From an optimization exercise on the open Yosys and OpenROAD flow, aimed at small area and a short achievable clock period; shortcuts taken in it are not production practice.
At most, simulation tests tie the RTL to the original design; equivalence was not proved.
No activity file was given, so power comes from the tool's default toggle rates.

## trial 20
## exec_stage
module exec_stage (
    input  logic            clk,
    input  logic            rst_i,
    input  logic [411:0]    issue_i,
    input  logic [65:0]     bypass_a_i,
    input  logic [65:0]     bypass_b_i,
    output logic [285:0]    result_o,
    output logic            redirect_o,
    output exec_pkg::word_t redirect_pc_o,
    output logic            branch_cond_o
);
export LEC_CHECK = 0
export ABC_AREA = 1
export CAP_MARGIN = 20
export CORE_MARGIN = 2
export CORE_UTILIZATION = 40
export SETUP_SLACK_MARGIN = 2.5
export SLEW_MARGIN = 20
export SYNTH_HIERARCHICAL = 1
create_clock -name core_clock -period 6.0 [get_ports {clk}]
standard.sh (not shown) runs the stock make flow with config.mk's settings and CLKGATE_MAP_FILE= SYNTH_SCRIPT=/design/flow/synth_recipe.tcl, a recipe that flattens the netlist after the stock synthesis.
==> flow/flow/run.sh <==
#!/bin/bash
# The standard layout, except that the port buffers are plain buf_1
# cells instead of the delay cells buffer_ports picks by default. The
# make output goes to standard.log here; ORFS writes each step's log
# under orfs/logs.
set -euo pipefail
bash standard.sh BUFFER_PORTS_ARGS="-buffer_cell sky130_fd_sc_hd__buf_1" finish > standard.log 2>&1
--- input diff trial 20..trial 11 ---
# trial 20
export LEC_CHECK = 0
export ABC_AREA = 1
export CAP_MARGIN = 20
export CORE_MARGIN = 2
export CORE_UTILIZATION = 40
export SETUP_SLACK_MARGIN = 2.5
export SLEW_MARGIN = 20
export SYNTH_HIERARCHICAL = 1
create_clock -name core_clock -period 6.0 [get_ports {clk}]
# trial 11
export LEC_CHECK = 0
export ABC_AREA = 1
export CAP_MARGIN = 20
export CORE_MARGIN = 2
export CORE_UTILIZATION = 40
export SETUP_SLACK_MARGIN = 2.5
export SLEW_MARGIN = 20
create_clock -name core_clock -period 6.0 [get_ports {clk}]
==> run summary <==
Trial 11 vs trial 20 — sequential share of layout area rose 0.34 points. In trial 11 relative to trial 20, net switching power figure had gone down by a few percent. Sequential cell area in the final layout across trial 20 and trial 11: no real change. Taking trial 20 as 1.0, trial 11 lands at 0.949 on total via count after detailed routing.
Function was not checked in any run of this note: the RTL went through the layout flow alone.

exec_stage, a different RTL version from the one above (not shown whole).
For scale: roughly 5100 cells after synthesis, roughly 390 flip-flops.
## exec_stage
module exec_stage (
    input  logic            clk,
    input  logic            rst_i,
    input  logic [411:0]    issue_i,
    input  logic [65:0]     bypass_a_i,
    input  logic [65:0]     bypass_b_i,
    output logic [285:0]    result_o,
    output logic            redirect_o,
    output exec_pkg::word_t redirect_pc_o,
    output logic            branch_cond_o
);
clock: 6.0 ns
lec_check: 0
abc_area: 1
cap_margin: 20
core_margin: 2
core_utilization: 40
setup_slack_margin: 1.5
slew_margin: 20
==> flow/flow/run.sh <==
#!/bin/bash
# Standard layout, with plain buffers (not delay cells) on the ports.
cp standard.sh standard_sh.txt
export BUFFER_PORTS_ARGS="-buffer_cell sky130_fd_sc_hd__buf_1"
bash standard.sh > standard.log 2>&1
The baseline finished with timing, DRC and antenna clean.
==> next run, changes <==
==> flow/flow/run.sh (replaced) <==
#!/bin/bash
# The standard layout, except that the port buffers are plain buf_1
# cells instead of the delay cells buffer_ports picks by default. The
# make output goes to standard.log here; ORFS writes each step's log
# under orfs/logs.
set -euo pipefail
bash standard.sh BUFFER_PORTS_ARGS="-buffer_cell sky130_fd_sc_hd__buf_1" finish > standard.log 2>&1
Settings changed: SETUP_SLACK_MARGIN 1.5 to 2.25.
Final area climbs by 4.6%.
Die area does not change.
Clock-buffer cell count goes up by 11.
Worst setup slack gets better by 610 ps.
Final cell count rose by 1.0%.
==> next run, changes <==
==> flow/flow/run.sh (replaced) <==
#!/bin/bash
# Standard layout, with plain buffers (not delay cells) on the ports.
cp standard.sh standard_sh.txt
export BUFFER_PORTS_ARGS="-buffer_cell sky130_fd_sc_hd__buf_1"
bash standard.sh > standard.log 2>&1
Settings changed: SETUP_SLACK_MARGIN 2.25 to 2.5.
What happened:
- The new run finished clean
- routed wire length grows by 1.9%
- utilization grows by 2.3 points
- setup slack gains 280 ps
- total power grows by 5.3%
==> next run, changes <==
==> flow/flow/run.sh (replaced) <==
#!/bin/bash
# The standard layout, except that the port buffers are plain buf_1
# cells instead of the delay cells buffer_ports picks by default. The
# make output goes to standard.log here; ORFS writes each step's log
# under orfs/logs.
set -euo pipefail
bash standard.sh BUFFER_PORTS_ARGS="-buffer_cell sky130_fd_sc_hd__buf_1" finish > standard.log 2>&1
Settings changed: CAP_MARGIN 20 to 80, SLEW_MARGIN 20 to 80.
Result:
- count of clock-buffer cells in the layout climbs by 1
- final area rose by about 7%
- global-route usage hardly moves

exec_stage, a different RTL version from the one above (not shown whole).
For scale: about 5,400 cells after synthesis, ~870 I/O pins, ~34,000 um^2 of cells after synthesis.
// exec_stage
module exec_stage (
    input  logic            clk,
    input  logic            rst_i,
    input  logic [411:0]    issue_i,
    input  logic [65:0]     bypass_a_i,
    input  logic [65:0]     bypass_b_i,
    output logic [285:0]    result_o,
    output logic            redirect_o,
    output exec_pkg::word_t redirect_pc_o,
    output logic            branch_cond_o
);
    exec_pkg::issue_t  iss0;
    exec_pkg::issue_t  iss1;
    exec_pkg::bypass_t byp_a0;
    exec_pkg::bypass_t byp_a1;
    exec_pkg::bypass_t byp_b0;
    exec_pkg::bypass_t byp_b1;
    exec_pkg::word_t rs0, rt0, pc8_0, arith0, other0;
    exec_pkg::word_t rs1, rt1, pc8_1, arith1, other1;
    logic            asel0, asel1;
    logic            eq0, rw0, bnc0, acmp0, ovs0, ovc0, trap0;
    logic            eq1, rw1, bnc1, acmp1, ovs1, ovc1, trap1;
    logic            br_cond;
    logic            br_redirect;
    exec_pkg::word_t br_target;
    assign iss0   = issue_i[205:0];
    assign iss1   = issue_i[411:206];
    assign byp_a0 = bypass_a_i[32:0];
    assign byp_a1 = bypass_a_i[65:33];
    assign byp_b0 = bypass_b_i[32:0];
    assign byp_b1 = bypass_b_i[65:33];
    exec_lane i_lane0 (
        .issue_i    (iss0),
        .bypass_a_i (byp_a0),
        .bypass_b_i (byp_b0),
        .rs_o       (rs0),
        .rt_o       (rt0),
  ...
Settings: LEC_CHECK=0, ABC_AREA=1, CAP_MARGIN=50, CORE_MARGIN=2, CORE_UTILIZATION=40, SETUP_SLACK_MARGIN=2.65, SLEW_MARGIN=50, SYNTH_HIERARCHICAL=1, SYNTH_MINIMUM_KEEP_SIZE=1000; clock period 6.0 ns.
==> flow/flow/run.sh <==
#!/bin/bash
# The standard layout, except that the port buffers are plain buf_1
# cells instead of the delay cells buffer_ports picks by default. The
# make output goes to standard.log here; ORFS writes each step's log
# under orfs/logs.
set -euo pipefail
bash standard.sh BUFFER_PORTS_ARGS="-buffer_cell sky130_fd_sc_hd__buf_1" finish > standard.log 2>&1
Then changed:
--- a/flow/config.mk
+++ b/flow/config.mk
@@ -10,6 +10,4 @@
 export CORE_MARGIN = 2
 export CORE_UTILIZATION = 40
-export SETUP_SLACK_MARGIN = 2.65
+export SETUP_SLACK_MARGIN = 2.5
 export SLEW_MARGIN = 50
-export SYNTH_HIERARCHICAL = 1
-export SYNTH_MINIMUM_KEEP_SIZE = 1000
What happened:
- The new run finished clean
- cell count falls by a few percent
- clock-buffer cell count goes up by 4
- setup slack gets worse by 0.084 ns
- critical path depth rose by 3
- final area goes down by a few percent
- first-iteration DRC count climbs by a few percent
- total power fell by a few percent
- die area is lower by a few percent
- global-route usage rose by 1.8 points
- synthesized cell count is lower by a few percent
- synthesized area drops by a few percent
Then changed:
--- a/flow/config.mk
+++ b/flow/config.mk
@@ -12,2 +12,4 @@
 export SETUP_SLACK_MARGIN = 2.5
 export SLEW_MARGIN = 50
+export SYNTH_HIERARCHICAL = 1
+export SYNTH_MINIMUM_KEEP_SIZE = 1000
Result: Final cell count goes up by about 1.1%. Utilization goes down by 1.7 points. Via count goes down by 0.82%. Wire length goes down by 6.5%. Worst setup slack improved by 0.013 ns. Synthesized area goes up by 2.8%.
Then changed:
--- a/flow/config.mk
+++ b/flow/config.mk
@@ -7,9 +7,8 @@
 export LEC_CHECK = 0
 export ABC_AREA = 1
-export CAP_MARGIN = 50
+export CAP_MARGIN = 20
 export CORE_MARGIN = 2
 export CORE_UTILIZATION = 40
 export SETUP_SLACK_MARGIN = 2.5
-export SLEW_MARGIN = 50
+export SLEW_MARGIN = 20
 export SYNTH_HIERARCHICAL = 1
-export SYNTH_MINIMUM_KEEP_SIZE = 1000
Non-clock buffer count goes up by 194.
Critical path depth falls by 1.
Routed wire length increases by 25%.
Design area goes up by 9.0%.
No functional check of the RTL was part of any run of this note.

exec_stage again, from the RTL that the note above started with.
==> flow/config.mk <==
export PLATFORM = sky130hd
export DESIGN_NAME = exec_stage
export DESIGN_NICKNAME = exec_stage
export VERILOG_FILES = /design/flow/design.v
export SDC_FILE = /design/flow/constraint.sdc
export NUM_CORES = 4
export LEC_CHECK = 0
export ABC_AREA = 1
export CAP_MARGIN = 50
export CORE_MARGIN = 2
export CORE_UTILIZATION = 40
export PLACE_DENSITY = 0.75
export SETUP_SLACK_MARGIN = 2.5
export SLEW_MARGIN = 50
export SYNTH_HIERARCHICAL = 1
export SYNTH_MINIMUM_KEEP_SIZE = 1000
==> flow/constraint.sdc <==
create_clock -name core_clock -period 6.0 [get_ports {clk}]
set_input_delay 1.2000 -clock core_clock [delete_from_list [all_inputs] [get_ports {clk}]]
set_output_delay 1.2000 -clock core_clock [all_outputs]
set_load 0.01 [all_outputs]
Scripts as last shown in full above: flow/flow/run.sh
Rerun with:
--- a/flow/config.mk
+++ b/flow/config.mk
@@ -9 +9 @@
-export CAP_MARGIN = 50
+export CAP_MARGIN = 20
@@ -12 +11,0 @@
-export PLACE_DENSITY = 0.75
@@ -14,3 +13 @@
-export SLEW_MARGIN = 50
-export SYNTH_HIERARCHICAL = 1
-export SYNTH_MINIMUM_KEEP_SIZE = 1000
+export SLEW_MARGIN = 20
Result: Final area went up by about 0.53%; first-iteration DRC count stays flat; cell count shrinks by 0.98%.
No run of this note included a check of the RTL's function; only the layout flow was run.

exec_stage with an RTL version that a note above also has.
Size in the first run: roughly 5,100 cells after synthesis, about 0.033 mm2 of cells after synthesis.
==> flow/config.mk <==
export PLATFORM = sky130hd
export DESIGN_NAME = exec_stage
export DESIGN_NICKNAME = exec_stage
export VERILOG_FILES = /design/flow/design.v
export SDC_FILE = /design/flow/constraint.sdc
export NUM_CORES = 4
export LEC_CHECK = 0
export ABC_AREA = 1
export CAP_MARGIN = 20
export CORE_MARGIN = 2
export CORE_UTILIZATION = 40
export SETUP_SLACK_MARGIN = 2.75
export SLEW_MARGIN = 20
==> flow/constraint.sdc <==
create_clock -name core_clock -period 6.0 [get_ports {clk}]
set_input_delay 1.2000 -clock core_clock [delete_from_list [all_inputs] [get_ports {clk}]]
set_output_delay 1.2000 -clock core_clock [all_outputs]
set_load 0.01 [all_outputs]
Scripts as last shown in full above: flow/flow/run.sh
Next try:
--- a/flow/config.mk
+++ b/flow/config.mk
@@ -11,3 +11,3 @@
 export CORE_UTILIZATION = 40
-export SETUP_SLACK_MARGIN = 2.75
+export SETUP_SLACK_MARGIN = 2.5
 export SLEW_MARGIN = 20
The changed run went through all stages and came out clean.
Non-clock buffer count falls by 145.
Global-route usage falls by 0.14 points.
Core utilization goes down by 4.6 points.
Clock-buffer cell count came out higher by 7.
Routed wire length is lower by 2.8%.
Total power decreases by 4.4%.
Via count is lower by 2.4%.
Next try:
==> flow/flow/run.sh (replaced) <==
#!/bin/bash
# Standard layout, with plain buffers (not delay cells) on the ports.
cp standard.sh standard_sh.txt
export BUFFER_PORTS_ARGS="-buffer_cell sky130_fd_sc_hd__buf_1"
bash standard.sh > standard.log 2>&1
--- a/flow/config.mk
+++ b/flow/config.mk
@@ -10,3 +10,3 @@
 export CORE_MARGIN = 2
-export CORE_UTILIZATION = 40
+export CORE_UTILIZATION = 60
 export SETUP_SLACK_MARGIN = 2.5
- With this change the flow stopped in I/O pin placement on PPL-0024
- synthesized cell count does not change
- synthesized area is unchanged
Next try:
--- a/flow/config.mk
+++ b/flow/config.mk
@@ -10,4 +10,4 @@
 export CORE_MARGIN = 2
-export CORE_UTILIZATION = 60
-export SETUP_SLACK_MARGIN = 2.5
+export CORE_UTILIZATION = 40
+export SETUP_SLACK_MARGIN = 0.2
 export SLEW_MARGIN = 20
=> With this change the flow completed without violations; synthesized cell count does not change; synthesized area does not change.
Next try:
==> flow/flow/run.sh (replaced) <==
#!/bin/bash
# The standard layout, except that the port buffers are plain buf_1
# cells instead of the delay cells buffer_ports picks by default. The
# make output goes to standard.log here; ORFS writes each step's log
# under orfs/logs.
set -euo pipefail
bash standard.sh BUFFER_PORTS_ARGS="-buffer_cell sky130_fd_sc_hd__buf_1" finish > standard.log 2>&1
--- a/flow/config.mk
+++ b/flow/config.mk
@@ -8,6 +8,6 @@
 export ABC_AREA = 1
-export CAP_MARGIN = 20
+export CAP_MARGIN = 50
 export CORE_MARGIN = 2
 export CORE_UTILIZATION = 40
-export SETUP_SLACK_MARGIN = 0.2
-export SLEW_MARGIN = 20
+export SETUP_SLACK_MARGIN = 2.75
+export SLEW_MARGIN = 50
Fmax goes up by 37%.
Hold slack stays flat.
Utilization goes up by 9.6 points.
Design area is higher by 20%.
Synthesized area is unchanged.
Via count rises by 5.8%.
Sequential power barely changes.
Power goes up by 13%.
Wire length rises by 5.0%.
Global-route usage went up by 0.62 points.
Combinational power rises by 29%.

-- afterwards: timing with drivers on the ports --
Ports are ideal in the flow. The routed layouts listed here were re-timed in OpenROAD. Step 1, drivers: a clkbuf_16 drives clk and a buf_2 each remaining input, both assumed. Step 2 times the ports against the registers' clock, not the clock port: input delays grow and output delays shrink by t, the midpoint of the rising clock arrivals with the driver on. Three values: ideal, step 1, step 2; two values: the first two.
run	t (ns)	setup slack, ns	latest minus earliest clock arrival (ns)	worst register clock-pin slew, ns	worst slew at a driven data input, ns
trial 20	0.725	2.434 / 2.449 / 1.724	0.051 / 0.050	0.07 / 0.07	0.24
trial 11	0.683	2.235 / 2.282 / 1.599	0.046 / 0.045	0.08 / 0.08	0.20
the first run of note 2	0.684	1.590 / 1.642 / 0.958	0.030 / 0.031	0.07 / 0.07	0.09
the second run of note 2	0.677	2.200 / 2.247 / 1.570	0.028 / 0.029	0.07 / 0.07	0.10
the third run of note 2	0.683	2.476 / 2.486 / 1.803	0.037 / 0.037	0.07 / 0.07	0.13
the fourth run of note 2	0.686	2.539 / 2.555 / 1.868	0.039 / 0.039	0.07 / 0.07	0.13
the first run of note 3	0.679	2.582 / 2.633 / 1.954	0.032 / 0.032	0.07 / 0.07	0.14
the second run of note 3	0.696	2.498 / 2.428 / 1.732	0.081 / 0.080	0.07 / 0.07	0.24
the third run of note 3	0.698	2.511 / 2.561 / 1.863	0.026 / 0.026	0.07 / 0.07	0.10
the fourth run of note 3	0.702	2.405 / 2.298 / 1.596	0.060 / 0.060	0.09 / 0.09	0.35
the first run of note 4	0.667	2.494 / 2.518 / 1.872	0.040 / 0.040	0.07 / 0.07	0.17
the second run of note 4	0.678	2.307 / 2.320 / 1.641	0.067 / 0.067	0.07 / 0.07	0.22
the first run of note 5	0.679	2.580 / 2.584 / 1.905	0.028 / 0.028	0.07 / 0.07	0.14
the second run of note 5	0.683	2.476 / 2.486 / 1.803	0.037 / 0.037	0.07 / 0.07	0.13
the fourth run of note 5	0.685	1.436 / 1.490 / 0.805	0.027 / 0.027	0.07 / 0.07	0.09
the fifth run of note 5	0.688	2.658 / 2.653 / 1.966	0.033 / 0.033	0.08 / 0.08	0.16
After both steps setup and hold are still met in every run listed. For the fourth run of note 3, which loses most, drivers alone change the setup slack by -0.107 ns; drivers and shift together by -0.809 ns.
